This design comes from an exercise in tuning for small area and a short achievable clock period on the open sky130 flow, not from production work. The RTL was checked by simulation tests, not by an equivalence proof against the original design. Power figures rest on the tool's default switching activity, not on a simulated workload.

## tlb
module tlb #(
   parameter int TLBNUM       = 16,
   parameter int TLBNUM_WIDTH = $clog2(TLBNUM)
) (
   input  logic                    clk,
   input  logic                    reset,
   input  logic                    s0_req,
   input  logic [18:0]             s0_vpn2,
   input  logic                    s0_odd,
   input  logic [7:0]              s0_asid,
   output logic                    s0_rvalid,
   output logic                    s0_found,
   output logic [TLBNUM_WIDTH-1:0] s0_index,
   output logic [19:0]             s0_pfn,
   output logic [2:0]              s0_c,
   output logic                    s0_d,
   output logic                    s0_v,
   input  logic                    s1_req,
   input  logic [18:0]             s1_vpn2,
   input  logic                    s1_odd,
   input  logic [7:0]              s1_asid,
   output logic                    s1_rvalid,
   output logic                    s1_found,
   output logic [TLBNUM_WIDTH-1:0] s1_index,
   output logic [19:0]             s1_pfn,
   output logic [2:0]              s1_c,
   output logic                    s1_d,
   output logic                    s1_v,
   input  logic                    p_req,
   input  logic [18:0]             p_vpn2,
   input  logic [7:0]              p_asid,
   output logic                    p_done,
   output logic [TLBNUM_WIDTH:0]   p_result,
   input  logic                    we,
   input  logic [TLBNUM_WIDTH-1:0] w_index,
   input  logic [18:0]             w_vpn2,
   input  logic [7:0]              w_asid,
   input  logic                    w_g,
   input  logic [19:0]             w_pfn0,
   input  logic [2:0]              w_c0,
   input  logic                    w_d0,
   input  logic                    w_v0,
   input  logic [19:0]             w_pfn1,
   input  logic [2:0]              w_c1,
   input  logic                    w_d1,
   input  logic                    w_v1,
   input  logic [TLBNUM_WIDTH-1:0] r_index,
   output logic [18:0]             r_vpn2,
   output logic [7:0]              r_asid,
   output logic                    r_g,
   output logic [19:0]             r_pfn0,
   output logic [2:0]              r_c0,
   output logic                    r_d0,
   output logic                    r_v0,
   output logic [19:0]             r_pfn1,
   output logic [2:0]              r_c1,
   output logic                    r_d1,
   output logic                    r_v1
);
For scale: ~1300 flip-flops, roughly 320 I/O pins, ~0.079 mm^2 of cells after synthesis.
export LEC_CHECK = 0
export CAP_MARGIN = 20
export CELL_PAD_IN_SITES_DETAIL_PLACEMENT = 1
export CELL_PAD_IN_SITES_GLOBAL_PLACEMENT = 1
export CORE_MARGIN = 2
export CORE_UTILIZATION = 45
export CTS_BUF_LIST = sky130_fd_sc_hd__clkbuf_8
export PLACE_DENSITY = 0.62
export SETUP_SLACK_MARGIN = 2.2
export SLEW_MARGIN = 20
create_clock -name core_clock -period 6.5 [get_ports {clk}]
run.sh (not shown) runs the stock make flow with config.mk's settings and CLKGATE_MAP_FILE= SYNTH_SCRIPT=/design/flow/synth_recipe.tcl, a recipe that flattens the netlist after the stock synthesis.
Rerun with:
--- a/flow/config.mk
+++ b/flow/config.mk
@@ -10,7 +10,7 @@
 export CELL_PAD_IN_SITES_GLOBAL_PLACEMENT = 1
 export CORE_MARGIN = 2
-export CORE_UTILIZATION = 45
+export CORE_UTILIZATION = 35
 export CTS_BUF_LIST = sky130_fd_sc_hd__clkbuf_8
-export PLACE_DENSITY = 0.62
+export PLACE_DENSITY = 0.5
 export SETUP_SLACK_MARGIN = 2.2
 export SLEW_MARGIN = 20
Core utilization is lower by 12 points.
Area after synthesis is unchanged.
Critical path depth fell by 1.
Rerun with:
--- a/flow/config.mk
+++ b/flow/config.mk
@@ -13,4 +13,4 @@
 export CTS_BUF_LIST = sky130_fd_sc_hd__clkbuf_8
 export PLACE_DENSITY = 0.5
-export SETUP_SLACK_MARGIN = 2.2
+export SETUP_SLACK_MARGIN = 2.0
 export SLEW_MARGIN = 20
After rerunning: The changed run went through all stages and came out clean; worst setup slack gets worse by 0.0045 ns; cell count came out lower slightly; routed wire length falls slightly; die area is unchanged; final area falls by a few percent; power goes down slightly.
Rerun with:
--- a/flow/config.mk
+++ b/flow/config.mk
@@ -11,6 +11,5 @@
 export CORE_MARGIN = 2
 export CORE_UTILIZATION = 35
-export CTS_BUF_LIST = sky130_fd_sc_hd__clkbuf_8
 export PLACE_DENSITY = 0.5
-export SETUP_SLACK_MARGIN = 2.0
+export SETUP_SLACK_MARGIN = 2.2
 export SLEW_MARGIN = 20
Cell area rose by 4.5%; count of clock-buffer cells in the layout fell by 45; synthesized cell count stays the same; routed wire length rose by 1.3%.
Rerun with:
--- a/flow/config.mk
+++ b/flow/config.mk
@@ -10,6 +10,7 @@
 export CELL_PAD_IN_SITES_GLOBAL_PLACEMENT = 1
 export CORE_MARGIN = 2
-export CORE_UTILIZATION = 35
-export PLACE_DENSITY = 0.5
+export CORE_UTILIZATION = 50
+export CTS_BUF_LIST = sky130_fd_sc_hd__clkbuf_8
+export PLACE_DENSITY = 0.66
 export SETUP_SLACK_MARGIN = 2.2
 export SLEW_MARGIN = 20
=> Synthesized area does not change; register-to-register slack got worse by 0.21 ns; combinational power shrinks by about 1%; cell area went down by 4.4%.

[afterwards: timing with drivers on the ports]
Ports are ideal in the flow. The routed layouts listed here were re-timed in OpenROAD. Step 1 assumes that a clkbuf_16 drives the clock port and a buf_2 every other input. Step 2 moves the port delays by t, midway between the first and last clock arrival at a register: inputs arrive t later, outputs are due t later. That takes back most of the time a late clock gives input paths. Three values: no drivers, after step 1, after step 2; two values: the first two.
| run | t (ns) | slack for setup (ns) | hold slack, ns | slew at the worst register clock pin (ns) | pins driven straight from the clock port |
|---|---|---|---|---|---|
| the first run | 1.122 | 1.941 / 1.361 / 0.938 | 0.479 / 0.479 / 0.479 | 0.08 / 0.08 | 1 |
| the second run | 1.108 | 1.940 / 1.517 / 1.002 | 0.479 / 0.479 / 0.479 | 0.08 / 0.08 | 1 |
| the third run | 1.116 | 1.936 / 1.518 / 0.887 | 0.486 / 0.486 / 0.486 | 0.08 / 0.08 | 1 |
| the fourth run | 0.912 | 1.946 / 1.536 / 1.235 | 0.481 / 0.481 / 0.481 | 0.07 / 0.07 | 1 |
| the fifth run | 1.150 | 1.912 / 1.478 / 0.828 | 0.483 / 0.483 / 0.483 | 0.08 / 0.08 | 1 |
After both steps every run listed still meets setup and hold. The setup slack of the fifth run, which loses most, moves by -0.434 ns with the drivers and by -1.084 ns with both steps.
